What follows belongs to an exercise in optimizing a design on an open flow for small area; a production flow would make more cautious choices.
Function was checked by simulation only, so behaviour that the tests miss may differ from the original.
Power and IR drop assume default switching activity.

==> build 68: inputs <==
## axis_packet_receiver
module axis_packet_receiver #(
    parameter int DEPTH = 64,
    parameter int CNT_W = 16
) (
    input  logic             clk,
    input  logic             rst_n,
    input  logic             s_tvalid,
    output logic             s_tready,
    input  logic [31:0]      s_tdata,
    input  logic             s_tlast,
    input  logic [7:0]       s_tdest,
    input  logic [3:0]       s_tuser,
    output logic             m_tvalid,
    input  logic             m_tready,
    output logic [31:0]      m_tdata,
    output logic             m_tlast,
    output logic [7:0]       m_tdest,
    output logic [3:0]       err_pulse,
    output logic [CNT_W-1:0] pkt_ok_cnt,
    output logic [CNT_W-1:0] pkt_err_cnt
);
Settings: LEC_CHECK=0, CAP_MARGIN=20, CORE_MARGIN=2, CORE_UTILIZATION=70, CTS_CLUSTER_DIAMETER=70, CTS_CLUSTER_SIZE=28, SLEW_MARGIN=20, SYNTH_HIERARCHICAL=1; clock period 5.0 ns.
run.sh (not shown) runs the stock make flow with config.mk's settings and CLKGATE_MAP_FILE= SYNTH_SCRIPT=/design/flow/synth_recipe.tcl, a recipe that flattens the netlist after the stock synthesis.
==> inputs of build 67, as changes to build 68 <==
--- a/flow/design.v
+++ b/flow/design.v
@@ -30,33 +30,29 @@
         logic [CNT_W:0] sum;
         sum = {1'b0, cnt} + {{(CNT_W-1){1'b0}}, inc};
         if (sum[CNT_W]) begin
             sat_add = {CNT_W{1'b1}};
         end else begin
             sat_add = sum[CNT_W-1:0];
         end
     endfunction
-    logic [32:0]      mem_r [DEPTH];
+    logic [40:0]      mem_r [DEPTH];
     state_t           state_r, state_n;
     logic [AW:0]      wr_r, wr_n, commit_r, commit_n, rd_r, rd_n;
     logic [7:0]       dest_r, dest_n;
-    logic             s_tready_r, m_tvalid_r, rd_first_r;
-    logic [7:0]       rp_lo_r, rp_hi_r;
-    logic             m_tlast_r;
+    logic             s_tready_r, m_tvalid_r, m_tlast_r;
     logic [31:0]      m_tdata_r;
     logic [7:0]       m_tdest_r;
-    logic             valid_n_s, first_n_s, load_s;
-    logic [AW-1:0]    rp_n;
     logic [3:0]       err_pulse_r, err_s;
     logic [CNT_W-1:0] pkt_ok_cnt_r, pkt_err_cnt_r;
-    logic             accept_s, full_s, we_s, first_s, ok_inc_s, pop_s;
+    logic             accept_s, full_s, we_s, first_s, ok_inc_s, pop_s, valid_n_s;
     logic [1:0]       err_inc_s;
     logic [AW-1:0]    waddr_s;
-    logic [32:0]      rd_word_s;
+    logic [40:0]      rd_word_s;
     logic             unused_s;
     assign unused_s = ^s_tuser[3:1];
     assign accept_s = s_tvalid & s_tready_r;
     assign full_s   = is_full(wr_r, rd_r);
     always_comb begin
         state_n   = state_r;
         wr_n      = wr_r;
         commit_n  = commit_r;
@@ -127,97 +123,66 @@
                     if (s_tlast) begin
                         commit_n = commit_r + PTR_ONE;
                         ok_inc_s = 1'b1;
                         state_n  = IDLE;
                     end else begin
                         state_n = BODY;
                     end
                 end
+            end else begin
+                first_s = 1'b0;
             end
+        end else begin
+            state_n = state_r;
         end
     end
-    assign pop_s     = m_tvalid_r & m_tready;
-    assign rd_n      = pop_s ? (rd_r + PTR_ONE) : rd_r;
-    assign valid_n_s = (rd_n != commit_r);
-    assign load_s    = valid_n_s & (pop_s | ~m_tvalid_r);
-    assign rp_n      = valid_n_s ? (rd_n[AW-1:0] + 1'b1) : rd_n[AW-1:0];
-    assign first_n_s = pop_s ? m_tlast_r : rd_first_r;
-    localparam int NG = DEPTH / 3;
-    logic [DEPTH-1:0]  rd_sel_s;
-    logic [NG:0]       aoi_s [33];
     always_comb begin
-        for (int i = 0; i < DEPTH; i++) begin
-            rd_sel_s[i] = rp_hi_r[i / 8] & rp_lo_r[i % 8];
-        end
-    end
-    for (genvar b = 0; b < 33; b++) begin : g_rd_bit
-        for (genvar g = 0; g < NG; g++) begin : g_rd_grp
-            axis_pkt_rx_aoi222 u_aoi (
-                .a0(rd_sel_s[3*g]),   .b0(mem_r[3*g][b]),
-                .a1(rd_sel_s[3*g+1]), .b1(mem_r[3*g+1][b]),
-                .a2(rd_sel_s[3*g+2]), .b2(mem_r[3*g+2][b]),
-                .y(aoi_s[b][g])
-            );
-        end
-        assign aoi_s[b][NG]  = ~(rd_sel_s[DEPTH-1] & mem_r[DEPTH-1][b]);
-        assign rd_word_s[b] = ~&aoi_s[b];
+        pop_s     = m_tvalid_r & m_tready;
+        rd_n      = pop_s ? (rd_r + PTR_ONE) : rd_r;
+        valid_n_s = (rd_n != commit_r);
+        rd_word_s = mem_r[rd_n[AW-1:0]];
     end
     always_ff @(posedge clk) begin
         if (we_s) begin
-            mem_r[waddr_s] <= {s_tlast, s_tdata};
-        end
-    end
-    always_ff @(posedge clk) begin
-        dest_r <= dest_n;
-    end
-    always_ff @(posedge clk) begin
-        if (load_s) begin
-            {m_tlast_r, m_tdata_r} <= rd_word_s;
-            if (first_n_s) begin
-                m_tdest_r <= rd_word_s[31:24];
-            end
+            mem_r[waddr_s] <= {s_tlast, s_tdest, s_tdata};
         end
     end
     always_ff @(posedge clk or negedge rst_n) begin
         if (!rst_n) begin
             state_r       <= IDLE;
             wr_r          <= '0;
             commit_r      <= '0;
             rd_r          <= '0;
+            dest_r        <= 8'h00;
             s_tready_r    <= 1'b0;
             m_tvalid_r    <= 1'b0;
-            rd_first_r    <= 1'b1;
-            rp_lo_r       <= 8'h01;
-            rp_hi_r       <= 8'h01;
+            m_tdata_r     <= 32'h0000_0000;
+            m_tlast_r     <= 1'b0;
+            m_tdest_r     <= 8'h00;
             err_pulse_r   <= 4'b0000;
             pkt_ok_cnt_r  <= '0;
             pkt_err_cnt_r <= '0;
         end else begin
             state_r       <= state_n;
             wr_r          <= wr_n;
             commit_r      <= commit_n;
             rd_r          <= rd_n;
+            dest_r        <= dest_n;
             s_tready_r    <= ~(is_full(wr_n, rd_n) & (commit_n != rd_n));
             m_tvalid_r    <= valid_n_s;
-            rp_lo_r       <= 8'h01 << rp_n[2:0];
-            rp_hi_r       <= 8'h01 << rp_n[5:3];
-            rd_first_r    <= first_n_s;
+            if (valid_n_s) begin
+                {m_tlast_r, m_tdest_r, m_tdata_r} <= rd_word_s;
+            end
             err_pulse_r   <= err_s;
             pkt_ok_cnt_r  <= sat_add(pkt_ok_cnt_r, {1'b0, ok_inc_s});
             pkt_err_cnt_r <= sat_add(pkt_err_cnt_r, err_inc_s);
         end
     end
     assign s_tready    = s_tready_r;
     assign m_tvalid    = m_tvalid_r;
     assign m_tdata     = m_tdata_r;
     assign m_tlast     = m_tlast_r;
     assign m_tdest     = m_tdest_r;
     assign err_pulse   = err_pulse_r;
     assign pkt_ok_cnt  = pkt_ok_cnt_r;
     assign pkt_err_cnt = pkt_err_cnt_r;
 endmodule
-module axis_pkt_rx_aoi222 (
-    input  logic a0, b0, a1, b1, a2, b2,
-    output logic y
-);
-    assign y = ~((a0 & b0) | (a1 & b1) | (a2 & b2));
-endmodule
- CORE_UTILIZATION: 70 -> 40
- CTS_CLUSTER_DIAMETER: 70 -> not set
- CTS_CLUSTER_SIZE: 28 -> not set
- SYNTH_HIERARCHICAL: 1 -> not set
==> inputs of trial 55, as changes to build 68 <==
--- a/flow/design.v
+++ b/flow/design.v
@@ -35,22 +35,17 @@
             sat_add = sum[CNT_W-1:0];
         end
     endfunction
     logic [32:0]      mem_r [DEPTH];
     state_t           state_r, state_n;
     logic [AW:0]      wr_r, wr_n, commit_r, commit_n, rd_r, rd_n;
     logic [7:0]       dest_r, dest_n;
     logic             s_tready_r, m_tvalid_r, rd_first_r;
-    logic [7:0]       rp_lo_r, rp_hi_r;
-    logic             m_tlast_r;
-    logic [31:0]      m_tdata_r;
-    logic [7:0]       m_tdest_r;
-    logic             valid_n_s, first_n_s, load_s;
-    logic [AW-1:0]    rp_n;
+    logic [7:0]       dest_hold_r;
     logic [3:0]       err_pulse_r, err_s;
     logic [CNT_W-1:0] pkt_ok_cnt_r, pkt_err_cnt_r;
     logic             accept_s, full_s, we_s, first_s, ok_inc_s, pop_s;
     logic [1:0]       err_inc_s;
     logic [AW-1:0]    waddr_s;
     logic [32:0]      rd_word_s;
     logic             unused_s;
     assign unused_s = ^s_tuser[3:1];
@@ -132,92 +127,62 @@
                         state_n = BODY;
                     end
                 end
             end
         end
     end
     assign pop_s     = m_tvalid_r & m_tready;
     assign rd_n      = pop_s ? (rd_r + PTR_ONE) : rd_r;
-    assign valid_n_s = (rd_n != commit_r);
-    assign load_s    = valid_n_s & (pop_s | ~m_tvalid_r);
-    assign rp_n      = valid_n_s ? (rd_n[AW-1:0] + 1'b1) : rd_n[AW-1:0];
-    assign first_n_s = pop_s ? m_tlast_r : rd_first_r;
-    localparam int NG = DEPTH / 3;
-    logic [DEPTH-1:0]  rd_sel_s;
-    logic [NG:0]       aoi_s [33];
+    logic [DEPTH-1:0] rd_sel_s;
     always_comb begin
+        rd_word_s = '0;
         for (int i = 0; i < DEPTH; i++) begin
-            rd_sel_s[i] = rp_hi_r[i / 8] & rp_lo_r[i % 8];
+            rd_sel_s[i] = (rd_r[AW-1:0] == AW'(i));
+            rd_word_s   = rd_word_s | ({33{rd_sel_s[i]}} & mem_r[i]);
         end
-    end
-    for (genvar b = 0; b < 33; b++) begin : g_rd_bit
-        for (genvar g = 0; g < NG; g++) begin : g_rd_grp
-            axis_pkt_rx_aoi222 u_aoi (
-                .a0(rd_sel_s[3*g]),   .b0(mem_r[3*g][b]),
-                .a1(rd_sel_s[3*g+1]), .b1(mem_r[3*g+1][b]),
-                .a2(rd_sel_s[3*g+2]), .b2(mem_r[3*g+2][b]),
-                .y(aoi_s[b][g])
-            );
-        end
-        assign aoi_s[b][NG]  = ~(rd_sel_s[DEPTH-1] & mem_r[DEPTH-1][b]);
-        assign rd_word_s[b] = ~&aoi_s[b];
     end
     always_ff @(posedge clk) begin
         if (we_s) begin
             mem_r[waddr_s] <= {s_tlast, s_tdata};
         end
     end
     always_ff @(posedge clk) begin
-        dest_r <= dest_n;
-    end
-    always_ff @(posedge clk) begin
-        if (load_s) begin
-            {m_tlast_r, m_tdata_r} <= rd_word_s;
-            if (first_n_s) begin
-                m_tdest_r <= rd_word_s[31:24];
-            end
-        end
+        dest_hold_r <= m_tdest;
     end
     always_ff @(posedge clk or negedge rst_n) begin
         if (!rst_n) begin
             state_r       <= IDLE;
             wr_r          <= '0;
             commit_r      <= '0;
             rd_r          <= '0;
+            dest_r        <= 8'h00;
             s_tready_r    <= 1'b0;
             m_tvalid_r    <= 1'b0;
             rd_first_r    <= 1'b1;
-            rp_lo_r       <= 8'h01;
-            rp_hi_r       <= 8'h01;
             err_pulse_r   <= 4'b0000;
             pkt_ok_cnt_r  <= '0;
             pkt_err_cnt_r <= '0;
         end else begin
             state_r       <= state_n;
             wr_r          <= wr_n;
             commit_r      <= commit_n;
             rd_r          <= rd_n;
+            dest_r        <= dest_n;
             s_tready_r    <= ~(is_full(wr_n, rd_n) & (commit_n != rd_n));
-            m_tvalid_r    <= valid_n_s;
-            rp_lo_r       <= 8'h01 << rp_n[2:0];
-            rp_hi_r       <= 8'h01 << rp_n[5:3];
-            rd_first_r    <= first_n_s;
+            m_tvalid_r    <= (rd_n != commit_r);
+            if (pop_s) begin
+                rd_first_r <= rd_word_s[32];
+            end
             err_pulse_r   <= err_s;
             pkt_ok_cnt_r  <= sat_add(pkt_ok_cnt_r, {1'b0, ok_inc_s});
             pkt_err_cnt_r <= sat_add(pkt_err_cnt_r, err_inc_s);
         end
     end
     assign s_tready    = s_tready_r;
     assign m_tvalid    = m_tvalid_r;
-    assign m_tdata     = m_tdata_r;
-    assign m_tlast     = m_tlast_r;
-    assign m_tdest     = m_tdest_r;
+    assign m_tdata     = rd_word_s[31:0];
+    assign m_tlast     = rd_word_s[32];
+    assign m_tdest     = rd_first_r ? rd_word_s[31:24] : dest_hold_r;
     assign err_pulse   = err_pulse_r;
     assign pkt_ok_cnt  = pkt_ok_cnt_r;
     assign pkt_err_cnt = pkt_err_cnt_r;
 endmodule
-module axis_pkt_rx_aoi222 (
-    input  logic a0, b0, a1, b1, a2, b2,
-    output logic y
-);
-    assign y = ~((a0 & b0) | (a1 & b1) | (a2 & b2));
-endmodule
- CORE_UTILIZATION: 70 -> 40
- CTS_CLUSTER_DIAMETER: 70 -> not set
- CTS_CLUSTER_SIZE: 28 -> not set
- SYNTH_HIERARCHICAL: 1 -> not set
==> inputs of build 23, as changes to build 68 <==
--- a/flow/design.v
+++ b/flow/design.v
@@ -35,22 +35,22 @@
             sat_add = sum[CNT_W-1:0];
         end
     endfunction
     logic [32:0]      mem_r [DEPTH];
     state_t           state_r, state_n;
     logic [AW:0]      wr_r, wr_n, commit_r, commit_n, rd_r, rd_n;
     logic [7:0]       dest_r, dest_n;
     logic             s_tready_r, m_tvalid_r, rd_first_r;
-    logic [7:0]       rp_lo_r, rp_hi_r;
+    logic [7:0]       rp_lo_s, rp_hi_s;
     logic             m_tlast_r;
     logic [31:0]      m_tdata_r;
     logic [7:0]       m_tdest_r;
     logic             valid_n_s, first_n_s, load_s;
-    logic [AW-1:0]    rp_n;
+    logic [AW-1:0]    rp_s;
     logic [3:0]       err_pulse_r, err_s;
     logic [CNT_W-1:0] pkt_ok_cnt_r, pkt_err_cnt_r;
     logic             accept_s, full_s, we_s, first_s, ok_inc_s, pop_s;
     logic [1:0]       err_inc_s;
     logic [AW-1:0]    waddr_s;
     logic [32:0]      rd_word_s;
     logic             unused_s;
     assign unused_s = ^s_tuser[3:1];
@@ -134,24 +134,26 @@
                 end
             end
         end
     end
     assign pop_s     = m_tvalid_r & m_tready;
     assign rd_n      = pop_s ? (rd_r + PTR_ONE) : rd_r;
     assign valid_n_s = (rd_n != commit_r);
     assign load_s    = valid_n_s & (pop_s | ~m_tvalid_r);
-    assign rp_n      = valid_n_s ? (rd_n[AW-1:0] + 1'b1) : rd_n[AW-1:0];
+    assign rp_s      = rd_r[AW-1:0] + {{(AW-1){1'b0}}, m_tvalid_r};
+    assign rp_lo_s   = 8'h01 << rp_s[2:0];
+    assign rp_hi_s   = 8'h01 << rp_s[5:3];
     assign first_n_s = pop_s ? m_tlast_r : rd_first_r;
     localparam int NG = DEPTH / 3;
     logic [DEPTH-1:0]  rd_sel_s;
     logic [NG:0]       aoi_s [33];
     always_comb begin
         for (int i = 0; i < DEPTH; i++) begin
-            rd_sel_s[i] = rp_hi_r[i / 8] & rp_lo_r[i % 8];
+            rd_sel_s[i] = rp_hi_s[i / 8] & rp_lo_s[i % 8];
         end
     end
     for (genvar b = 0; b < 33; b++) begin : g_rd_bit
         for (genvar g = 0; g < NG; g++) begin : g_rd_grp
             axis_pkt_rx_aoi222 u_aoi (
                 .a0(rd_sel_s[3*g]),   .b0(mem_r[3*g][b]),
                 .a1(rd_sel_s[3*g+1]), .b1(mem_r[3*g+1][b]),
                 .a2(rd_sel_s[3*g+2]), .b2(mem_r[3*g+2][b]),
@@ -181,30 +183,26 @@
         if (!rst_n) begin
             state_r       <= IDLE;
             wr_r          <= '0;
             commit_r      <= '0;
             rd_r          <= '0;
             s_tready_r    <= 1'b0;
             m_tvalid_r    <= 1'b0;
             rd_first_r    <= 1'b1;
-            rp_lo_r       <= 8'h01;
-            rp_hi_r       <= 8'h01;
             err_pulse_r   <= 4'b0000;
             pkt_ok_cnt_r  <= '0;
             pkt_err_cnt_r <= '0;
         end else begin
             state_r       <= state_n;
             wr_r          <= wr_n;
             commit_r      <= commit_n;
             rd_r          <= rd_n;
             s_tready_r    <= ~(is_full(wr_n, rd_n) & (commit_n != rd_n));
             m_tvalid_r    <= valid_n_s;
-            rp_lo_r       <= 8'h01 << rp_n[2:0];
-            rp_hi_r       <= 8'h01 << rp_n[5:3];
             rd_first_r    <= first_n_s;
             err_pulse_r   <= err_s;
             pkt_ok_cnt_r  <= sat_add(pkt_ok_cnt_r, {1'b0, ok_inc_s});
             pkt_err_cnt_r <= sat_add(pkt_err_cnt_r, err_inc_s);
         end
     end
     assign s_tready    = s_tready_r;
     assign m_tvalid    = m_tvalid_r;
- CORE_UTILIZATION: 70 -> 75
- CTS_CLUSTER_DIAMETER: 70 -> 80
- CTS_CLUSTER_SIZE: 28 -> 25
==> run summary <==
status: complete, but fails checks
SO Faults: setup timing
cell chain of the critical path: buf_4 -> ha_4 -> nand2_4 -> nor2_4 -> buf_4 -> a221oi_1 -> nand4_1 -> or4_4 -> mux2_4 -> clkbuf_2
Setup violations, final: 3
Worst Setup Slack, final: -0.0176 ns
-- figures above: trial 55

==> run summary <==
Comb pwr share: 42.7%
status: complete, no violations
Worst Setup Slack, final: 0.789 ns
CP peak stage delay: 0.84 ns
Setup violations, final: 0
clock latency (worst-skew pair): 0.94 ns
-- figures above: build 67

==> run summary <==
status: complete, no violations
cell chain of the critical path: clkdlybuf4s50_1 -> xor2_1 -> nor4_4 -> nand2_1 -> nor2_1 -> nand2_1 -> nand2_1 -> nand2_1 -> nor2_1 -> ha_1 -> and3_1 -> and2_1 -> nand2_1 -> nor3_1 -> nand4_1 -> o21ai_0
syn nets: 3934
Worst Setup Slack, final: 0.462 ns
-- figures above: build 68

==> run summary <==
status: complete, but fails checks
cell chain of the critical path: ha_1 -> ha_1 -> xor2_1 -> nand3_1 -> nor2_2 -> buf_4 -> a222oi_1 -> nand4_1 -> nor4_1 -> buf_4 -> nand3_1
SO Faults: setup timing
Worst Setup Slack, final: -0.0623 ns
layout cell share with drive strength beyond 1: 13.4%
Setup violations, final: 1
-- figures above: build 23

==> static timing again, ports no longer ideal <==
The flow's constraints put no driver on any port. The routed layouts listed below were extracted and timed again, unchanged, in two steps.
Step 1, drivers: a clkbuf_16 drives clk and a buf_2 each remaining input, both assumed.
Step 2 moves the port delays by t, midway between the first and last clock arrival at a register: inputs arrive t later, outputs are due t later. That takes back most of the time a late clock gives input paths.
Three values: ideal ports, drivers, drivers and shift; two values: the first two.
| run | t (ns) | slack for setup (ns) | worst setup path after step 2 |
|---|---|---|---|
| build 68 | 0.821 | 0.462 / 0.520 / -0.301 | input to register |
| build 67 | 1.002 | 0.789 / 0.848 / -0.144 | input to register |
| trial 55 | 0.948 | -0.018 / -0.100 / -0.185 | input to register |
| build 23 | 0.796 | -0.062 / -0.062 / -0.066 | input to register |
With both steps, setup timing fails in build 68 and build 67, where it was met with ideal ports. The setup slack of build 67, which loses most, moves by +0.059 ns with the drivers and by -0.933 ns with both steps.
